What follows belongs to an exercise in optimizing a design on an open flow for small area, a short achievable clock period and few clock cycles per item; a production flow would make more cautious choices. Where RTL was checked, it was by simulation tests only, not by an equivalence proof against the original.

==> inputs of build 34 <==
Design servo_ramp_trigger_controller_unit, start of the top module:
module servo_ramp_trigger_controller_unit (
   input  wire         clock,
   input  wire         reset,
   input  wire         req_tvalid,
   output logic        req_tready,
   input  wire  [55:0] req_tdata,
   output logic        rsp_tvalid,
   input  wire         rsp_tready,
   output logic [31:0] rsp_tdata,
   input  wire         csr_valid,
   output logic        csr_ready,
   input  wire  [7:0]  csr_index,
   input  wire  [10:0] csr_data
);
   logic               bistable_mode_ff;
   logic               trigger_active_low_ff;
   logic [US_W-1:0]    min_pulse_us_ff;
   logic [US_W-1:0]    pulse_span_us_ff;
   logic               adv;
   logic               in_fire;
   logic               v1;
   logic               act;
   logic [7:0]         step_sel;
   logic [CODE_W-1:0]  state_code;
   logic [POS_W-1:0]   phase;
   logic [PULSE_W-1:0] rsp_pulse_us;
   logic [CODE_W-1:0]  rsp_ramp_state;
   logic [POS_W-1:0]   rsp_phase;
   assign csr_ready = !reset;
   always_ff @(posedge clock) begin
      if (reset) begin
         bistable_mode_ff      <= 1'b1;
         trigger_active_low_ff <= 1'b1;
         min_pulse_us_ff       <= MIN_PULSE_RESET;
         pulse_span_us_ff      <= PULSE_SPAN_RESET;
      end else if (csr_valid) begin
         case (csr_index)
  ...
clock: 9.5 ns
lec_check: 0
abc_area: 1
cap_margin: 20
core_margin: 2
core_utilization: 40
setup_slack_margin: 4.5
slew_margin: 20
synth_hierarchical: 1
standard.sh (not shown) runs the stock make flow with config.mk's settings and CLKGATE_MAP_FILE= SYNTH_SCRIPT=/design/flow/synth_recipe.tcl, a recipe that flattens the netlist after the stock synthesis.
==> flow/flow/run.sh <==
#!/bin/bash
# The standard layout with one netlist clean-up between synthesis and
# floorplan: flow/polarity.py removes inverters between full adders by
# choosing each full adder's polarity (registers and all other cells stay as
# the standard synthesis made them). Each tool's output goes to its own log.
set -u
cp standard.sh standard_sh_copy.txt
bash standard.sh synth > std_synth.log 2>&1 || exit 1
R=orfs/results/${FLOW_PLATFORM}/servo_ramp_trigger_controller_unit/base
cp $R/1_2_yosys.v yosys_netlist_before_polarity.v
if python3 flow/polarity.py $R/1_2_yosys.v polarity_out.v > polarity.log 2>&1; then
   cp polarity_out.v $R/1_2_yosys.v
   touch $R/1_2_yosys.v
fi
bash standard.sh finish > std_finish.log 2>&1 || exit 1
Other scripts of this flow, unchanged in this note and not shown: flow/flow/polarity.py
==> trial 4: changes against build 34 <==
- SETUP_SLACK_MARGIN: 4.5 -> 4
==> summary of the runs <==
- Trial 4 completed without violations. Build 34 produced a clean layout.
- Between trial 4 and build 34, the lower wire length is in trial 4 (gap 1.8%, measured against build 34).
- In area after synthesis, trial 4 and build 34 do not differ.
- In build 34 the sequential share of layout area is lower than in trial 4, by 0.22 points.
- Against trial 4, the worst hold slack of build 34 is better by 0.023 ns.
- In trial 4 the count of clock-buffer cells in the layout is higher than in build 34, by 8.
- Register-to-register slack: build 34 is better than trial 4 (0.42 ns).
- Of build 34 and trial 4, build 34 has the higher core utilization (gap 0.60 points).
- Synthesized cell count is the same in trial 4 and build 34.
- Between trial 4 and build 34, the lower critical path depth is in trial 4 (gap 9).
- Between build 34 and trial 4, the lower clock skew is in build 34 (gap 0.020 ns).
Testbench counts of build 34, summed over its fixed seeds: cycles 8,128, items 8,000.
Testbench counts of trial 4, summed over its fixed seeds: cycles 8,128, items 8,000.

---

==> job 5841 <==
servo_ramp_trigger_controller_unit, a different RTL version from the one above (not shown whole).
clock: 9.5 ns
lec_check: 0
abc_area: 1
cap_margin: 20
core_margin: 2
core_utilization: 40
setup_slack_margin: 5
slew_margin: 20
synth_hierarchical: 1
Scripts as last shown in full above: flow/flow/run.sh
Other scripts of this flow, unchanged in this note and not shown: flow/flow/polarity.py
==> inputs of job 9061, as changes to job 5841 <==
--- a/flow/design.v
+++ b/flow/design.v
@@ -198,15 +198,15 @@
    input  wire [srtc_pkg::POS_W-1:0]     phase,
    output logic                          act,
    output logic [srtc_pkg::DELTA_W-1:0]  delta,
    output logic [srtc_pkg::PULSE_W-1:0]  rsp_pulse_us,
    output logic [srtc_pkg::CODE_W-1:0]   rsp_ramp_state,
    output logic [srtc_pkg::POS_W-1:0]    rsp_phase
 );
-   localparam int unsigned LOW_W  = 16;
+   localparam int unsigned LOW_W  = 8;
    localparam int unsigned HIGH_W = PROD_W - LOW_W;
    logic [POS_W-1:0]   a1_ff;
    logic [POS_W-1:0]   dmag1_ff;
    logic               dneg1_ff;
    logic [7:0]         tt1_ff;
    logic               pin1_ff;
    logic [LOW_W-1:0]   rpl2_ff;
@@ -428,18 +428,18 @@
       assign sel[5 * j + 3] = z[2 * j + 2] & ~z[2 * j + 1] & ~z[2 * j];
       assign sel[5 * j + 4] = z[2 * j + 2] & ~(z[2 * j + 1] & z[2 * j]);
    end
 endmodule
 module srtc_mul_cs (
    input  wire [15:0] x,
    input  wire [29:0] sel,
-   output wire [15:0] lo,
+   output wire [7:0] lo,
    output wire        ci,
-   output wire [10:0] ra,
-   output wire [10:0] rb
+   output wire [18:0] ra,
+   output wire [18:0] rb
 );
    wire pp1;
    assign pp1 = (sel[0] & x[0]) | (sel[1] & ~x[0]) | sel[3];
    wire pp2;
    assign pp2 = (sel[0] & x[1]) | (sel[1] & ~x[1]) | (sel[2] & x[0]) | (sel[3] & ~x[0]);
    wire pp3;
    assign pp3 = (sel[0] & x[2]) | (sel[1] & ~x[2]) | (sel[2] & x[1]) | (sel[3] & ~x[1]);
@@ -961,17 +961,17 @@
    assign fc261 = (nn90 & pp106) | (nn90 & hc213) | (pp106 & hc213);
    wire hs262;
    wire hc263;
    assign hs262 = 1'b1 ^ pp107;
    assign hc263 = 1'b1 & pp107;
    wire [26:0] fa = {fc261, fc259, fc257, fc255, fc253, fc251, fc249, fc247, fc245, fc243, fc241, fc239, fc237, fc235, fc233, fc231, fc229, fc227, fc225, fc223, fc221, fc219, hc217, hc215, hs214, pp2, pp1};
    wire [26:0] fb = {hs262, fs260, fs258, fs256, fs254, fs252, fs250, fs248, fs246, fs244, fs242, fs240, fs238, fs236, fs234, fs232, fs230, fs228, fs226, fs224, fs222, fs220, fs218, hs216, sel[9], 1'b0, sel[4]};
-   assign {ci, lo} = {1'b0, fa[15:0]} + {1'b0, fb[15:0]};
-   assign ra = fa[26:16];
-   assign rb = fb[26:16];
+   assign {ci, lo} = {1'b0, fa[7:0]} + {1'b0, fb[7:0]};
+   assign ra = fa[26:8];
+   assign rb = fb[26:8];
 endmodule
 `default_nettype wire
 `default_nettype none
 import srtc_pkg::*;
 module servo_ramp_trigger_controller_unit (
    input  wire         clock,
    input  wire         reset,
==> flow/flow/run.sh (replaced) <==
#!/bin/bash
# The standard layout with two changes: the port buffers are plain
# sky130_fd_sc_hd__buf_1 cells (every port still gets one), and one netlist
# clean-up runs between synthesis and floorplan: flow/polarity.py removes
# inverters between full adders by choosing each full adder's polarity
# (registers and all other cells stay as the standard synthesis made them).
# Each tool's output goes to its own log.
set -u
cp standard.sh standard_sh_copy.txt
bash standard.sh synth > std_synth.log 2>&1 || exit 1
R=orfs/results/${FLOW_PLATFORM}/servo_ramp_trigger_controller_unit/base
cp $R/1_2_yosys.v yosys_netlist_before_polarity.v
if python3 flow/polarity.py $R/1_2_yosys.v polarity_out.v > polarity.log 2>&1; then
   cp polarity_out.v $R/1_2_yosys.v
   touch $R/1_2_yosys.v
fi
export BUFFER_PORTS_ARGS="-buffer_cell sky130_fd_sc_hd__buf_1"
bash standard.sh "BUFFER_PORTS_ARGS=-buffer_cell sky130_fd_sc_hd__buf_1" finish > std_finish.log 2>&1 || exit 1
Settings changed: CTS_BUF_LIST set to sky130_fd_sc_hd__clkbuf_8 sky130_fd_sc_hd__clkbuf_16, CTS_CLUSTER_DIAMETER set to 80, CTS_CLUSTER_SIZE set to 36.
==> inputs of job 7773, as changes to job 5841 <==
--- a/flow/design.v
+++ b/flow/design.v
@@ -198,66 +198,52 @@
    input  wire [srtc_pkg::POS_W-1:0]     phase,
    output logic                          act,
    output logic [srtc_pkg::DELTA_W-1:0]  delta,
    output logic [srtc_pkg::PULSE_W-1:0]  rsp_pulse_us,
    output logic [srtc_pkg::CODE_W-1:0]   rsp_ramp_state,
    output logic [srtc_pkg::POS_W-1:0]    rsp_phase
 );
-   localparam int unsigned LOW_W  = 16;
-   localparam int unsigned HIGH_W = PROD_W - LOW_W;
    logic [POS_W-1:0]   a1_ff;
    logic [POS_W-1:0]   dmag1_ff;
    logic               dneg1_ff;
    logic [7:0]         tt1_ff;
    logic               pin1_ff;
-   logic [LOW_W-1:0]   rpl2_ff;
-   logic               rpc2_ff;
-   logic [HIGH_W-1:0]  rpa2_ff;
-   logic [HIGH_W-1:0]  rpb2_ff;
-   logic [LOW_W-1:0]   opl2_ff;
-   logic               opc2_ff;
-   logic [HIGH_W-1:0]  opa2_ff;
-   logic [HIGH_W-1:0]  opb2_ff;
+   logic [PROD_W-1:0]  rpa2_ff;
+   logic [PROD_W-1:0]  rpb2_ff;
+   logic [PROD_W-1:0]  opa2_ff;
+   logic [PROD_W-1:0]  opb2_ff;
    logic               neg2_ff;
    logic [DELTA_W-1:0] delta2_ff;
    logic               pin2_ff;
    logic [US_W-1:0]    rq3_ff;
    logic               rc3_ff;
    logic [US_W-1:0]    oq3_ff;
    logic               oc3_ff;
    logic               neg3_ff;
-   logic [LOW_W-1:0]   pl4_ff;
-   logic               pc4_ff;
-   logic [HIGH_W-1:0]  pa4_ff;
-   logic [HIGH_W-1:0]  pb4_ff;
+   logic [PROD_W-1:0]  pa4_ff;
+   logic [PROD_W-1:0]  pb4_ff;
    logic [PULSE_W-1:0] mox4_ff;
    logic               neg4_ff;
    logic [POS_W-1:0]   phase4_ff;
    logic [CODE_W-1:0]  state4_ff;
    logic [POS_W:0]     diff;
    logic [DELTA_W-1:0] base;
    logic [9:0]         slope;
    logic [13:0]        sf;
    logic [29:0]        span_sel;
-   logic [LOW_W-1:0]   rpl;
-   logic               rpc;
-   logic [HIGH_W-1:0]  rpa;
-   logic [HIGH_W-1:0]  rpb;
-   logic [LOW_W-1:0]   opl;
-   logic               opc;
-   logic [HIGH_W-1:0]  opa;
-   logic [HIGH_W-1:0]  opb;
+   logic [PROD_W-1:0]  rpa;
+   logic [PROD_W-1:0]  rpb;
+   logic [PROD_W-1:0]  opa;
+   logic [PROD_W-1:0]  opb;
    logic [PROD_W-1:0]  rng_prod;
    logic [PROD_W-1:0]  off_prod;
    logic [PULSE_W-1:0] mo;
    logic [29:0]        rng_sel;
-   logic [LOW_W-1:0]   pl;
-   logic               pc;
-   logic [HIGH_W-1:0]  pa;
-   logic [HIGH_W-1:0]  pb;
+   logic [PROD_W-1:0]  pa;
+   logic [PROD_W-1:0]  pb;
    logic [PROD_W-1:0]  res_prod;
    logic [PULSE_W-1:0] sum0;
    logic [PULSE_W-1:0] sum1;
    function automatic logic [srtc_pkg::DELTA_W-1:0] step_base(input logic [3:0] idx);
       case (idx)
          4'd0:  step_base = 15'd131;
          4'd1:  step_base = 15'd164;
@@ -316,46 +302,38 @@
    srtc_booth_sel u_span_sel (
       .y   (pulse_span_us),
       .sel (span_sel)
    );
    srtc_mul_cs u_mul_rng (
       .x   (dmag1_ff),
       .sel (span_sel),
-      .lo  (rpl),
-      .ci  (rpc),
       .ra  (rpa),
       .rb  (rpb)
    );
    srtc_mul_cs u_mul_off (
       .x   (a1_ff),
       .sel (span_sel),
-      .lo  (opl),
-      .ci  (opc),
       .ra  (opa),
       .rb  (opb)
    );
    always_ff @(posedge clock) begin
       if (adv) begin
-         rpl2_ff   <= rpl;
-         rpc2_ff   <= rpc;
          rpa2_ff   <= rpa;
          rpb2_ff   <= rpb;
-         opl2_ff   <= opl;
-         opc2_ff   <= opc;
          opa2_ff   <= opa;
          opb2_ff   <= opb;
          neg2_ff   <= dneg1_ff;
          delta2_ff <= base + {1'b0, sf};
          pin2_ff   <= pin1_ff;
       end
    end
    assign act      = pin2_ff ^ trigger_active_low;
    assign delta    = delta2_ff;
-   assign rng_prod = {rpa2_ff + rpb2_ff + HIGH_W'(rpc2_ff), rpl2_ff};
-   assign off_prod = {opa2_ff + opb2_ff + HIGH_W'(opc2_ff), opl2_ff};
+   assign rng_prod = rpa2_ff + rpb2_ff;
+   assign off_prod = opa2_ff + opb2_ff;
    always_ff @(posedge clock) begin
       if (adv) begin
          rq3_ff  <= rng_prod[PROD_W-1:POS_W];
          rc3_ff  <= div_carry(rng_prod);
          oq3_ff  <= off_prod[PROD_W-1:POS_W];
          oc3_ff  <= div_carry(off_prod);
          neg3_ff <= neg2_ff;
@@ -366,32 +344,28 @@
       .y   (rq3_ff),
       .yc  (rc3_ff),
       .sel (rng_sel)
    );
    srtc_mul_cs u_mul_res (
       .x   (phase),
       .sel (rng_sel),
-      .lo  (pl),
-      .ci  (pc),
       .ra  (pa),
       .rb  (pb)
    );
    always_ff @(posedge clock) begin
       if (adv) begin
-         pl4_ff    <= pl;
-         pc4_ff    <= pc;
          pa4_ff    <= pa;
          pb4_ff    <= pb;
          mox4_ff   <= mo ^ {PULSE_W{neg3_ff}};
          neg4_ff   <= neg3_ff;
          phase4_ff <= phase;
          state4_ff <= state_code;
       end
    end
-   assign res_prod = {pa4_ff + pb4_ff + HIGH_W'(pc4_ff), pl4_ff};
+   assign res_prod = pa4_ff + pb4_ff;
    assign sum0 = mox4_ff + {1'b0, res_prod[PROD_W-1:POS_W]};
    assign sum1 = mox4_ff + {1'b0, res_prod[PROD_W-1:POS_W]} + 12'd1;
    always_ff @(posedge clock) begin
       if (adv) begin
          rsp_pulse_us   <= (div_carry(res_prod) ? sum1 : sum0) ^ {PULSE_W{neg4_ff}};
          rsp_ramp_state <= state4_ff;
          rsp_phase      <= phase4_ff;
@@ -428,18 +402,16 @@
       assign sel[5 * j + 3] = z[2 * j + 2] & ~z[2 * j + 1] & ~z[2 * j];
       assign sel[5 * j + 4] = z[2 * j + 2] & ~(z[2 * j + 1] & z[2 * j]);
    end
 endmodule
 module srtc_mul_cs (
    input  wire [15:0] x,
    input  wire [29:0] sel,
-   output wire [15:0] lo,
-   output wire        ci,
-   output wire [10:0] ra,
-   output wire [10:0] rb
+   output wire [26:0] ra,
+   output wire [26:0] rb
 );
    wire pp1;
    assign pp1 = (sel[0] & x[0]) | (sel[1] & ~x[0]) | sel[3];
    wire pp2;
    assign pp2 = (sel[0] & x[1]) | (sel[1] & ~x[1]) | (sel[2] & x[0]) | (sel[3] & ~x[0]);
    wire pp3;
    assign pp3 = (sel[0] & x[2]) | (sel[1] & ~x[2]) | (sel[2] & x[1]) | (sel[3] & ~x[1]);
@@ -959,19 +931,16 @@
    wire fc261;
    assign fs260 = nn90 ^ pp106 ^ hc213;
    assign fc261 = (nn90 & pp106) | (nn90 & hc213) | (pp106 & hc213);
    wire hs262;
    wire hc263;
    assign hs262 = 1'b1 ^ pp107;
    assign hc263 = 1'b1 & pp107;
-   wire [26:0] fa = {fc261, fc259, fc257, fc255, fc253, fc251, fc249, fc247, fc245, fc243, fc241, fc239, fc237, fc235, fc233, fc231, fc229, fc227, fc225, fc223, fc221, fc219, hc217, hc215, hs214, pp2, pp1};
-   wire [26:0] fb = {hs262, fs260, fs258, fs256, fs254, fs252, fs250, fs248, fs246, fs244, fs242, fs240, fs238, fs236, fs234, fs232, fs230, fs228, fs226, fs224, fs222, fs220, fs218, hs216, sel[9], 1'b0, sel[4]};
-   assign {ci, lo} = {1'b0, fa[15:0]} + {1'b0, fb[15:0]};
-   assign ra = fa[26:16];
-   assign rb = fb[26:16];
+   assign ra = {fc261, fc259, fc257, fc255, fc253, fc251, fc249, fc247, fc245, fc243, fc241, fc239, fc237, fc235, fc233, fc231, fc229, fc227, fc225, fc223, fc221, fc219, hc217, hc215, hs214, pp2, pp1};
+   assign rb = {hs262, fs260, fs258, fs256, fs254, fs252, fs250, fs248, fs246, fs244, fs242, fs240, fs238, fs236, fs234, fs232, fs230, fs228, fs226, fs224, fs222, fs220, fs218, hs216, sel[9], 1'b0, sel[4]};
 endmodule
 `default_nettype wire
 `default_nettype none
 import srtc_pkg::*;
 module servo_ramp_trigger_controller_unit (
    input  wire         clock,
    input  wire         reset,
==> key figures <==
Cells and area
  • Filler cell count: 9606

Worst setup path
  • R2R setup slack: 5.31 ns
  • Crit Path Max Fanout: 5

Outcome
  • Status: finished clean

GRT
  • GR Layer Usage met1: 30.0%

Synthesis
  • Mapped Area: 38100 um^2

Placed design
  • Placed cell count: 6193
  • Place WS: 3.51 ns

Clock tree
  • Clk latency of the worst-skew pair: 0.62 ns

Die
  • Die H: 313 um
-- figures above: job 7773

==> key figures <==
Clock tree
  • Clk latency of the worst-skew pair: 0.58 ns

Outcome
  • Status: finished clean

GRT
  • GR Layer Usage met1: 29.1%

Placed design
  • Placed cell count: 4948
  • Place WS: 3.83 ns

Route
  • Via Count: 27415
  • Drt pass-1 iters: 7

Cells and area
  • Filler cell count: 8016

STA
  • Crit path time final: 4.50 ns
  • Setup WS post-layout: 5.00 ns

Worst setup path
  • Crit Path Max Fanout: 3
  • R2R setup slack: 5.14 ns
  • FF-to-FF path depth: 16

Synthesis
  • Mapped Area: 33000 um^2
-- figures above: job 5841

==> key figures <==
Placed design
  • Placed cell count: 4953
  • Place WS: 4.19 ns

Die
  • Die H: 295 um

Outcome
  • Status: finished clean

Worst setup path
  • R2R setup slack: 5.28 ns
  • Crit Path Max Fanout: 25

Synthesis
  • Mapped Area: 33900 um^2

Clock tree
  • Clk latency of the worst-skew pair: 0.62 ns
-- figures above: job 9061

Testbench counts of job 9061, summed over its fixed seeds: cycles 8,160, items 8,000.
Only the layout flow was run in job 5841 and job 7773; the RTL was not checked for function there.

==> static timing again, ports no longer ideal <==
The flow's constraints put no driver on any port. The routed layouts listed below were extracted and timed again, unchanged, in two steps. Step 1: set_driving_cell puts a clkbuf_16 on clock and a buf_2 on each other input, an assumption about the parent block. Step 2 also shifts input and output timing later by t, the mid clock arrival at the registers, as if the neighbouring blocks saw the same clock. Three values: ideal ports, drivers, drivers and shift; two values: the first two.
| run | shift t [ns] | setup WS [ns] | slew at the worst register clock pin (ns) |
|---|---|---|---|
| build 34 | 0.680 | 4.682 / 4.682 / 4.682 | 0.08 / 0.08 |
| trial 4 | 0.617 | 4.205 / 4.181 / 4.181 | 0.07 / 0.07 |
| job 5841 | 0.632 | 5.005 / 4.979 / 4.861 | 0.07 / 0.07 |
| job 9061 | 0.659 | 5.039 / 5.016 / 5.016 | 0.10 / 0.10 |
| job 7773 | 0.673 | 5.030 / 5.008 / 4.722 | 0.07 / 0.07 |
After both steps setup and hold are still met in every run listed. The setup slack of job 7773, which loses most, moves by -0.022 ns with the drivers and by -0.308 ns with both steps.
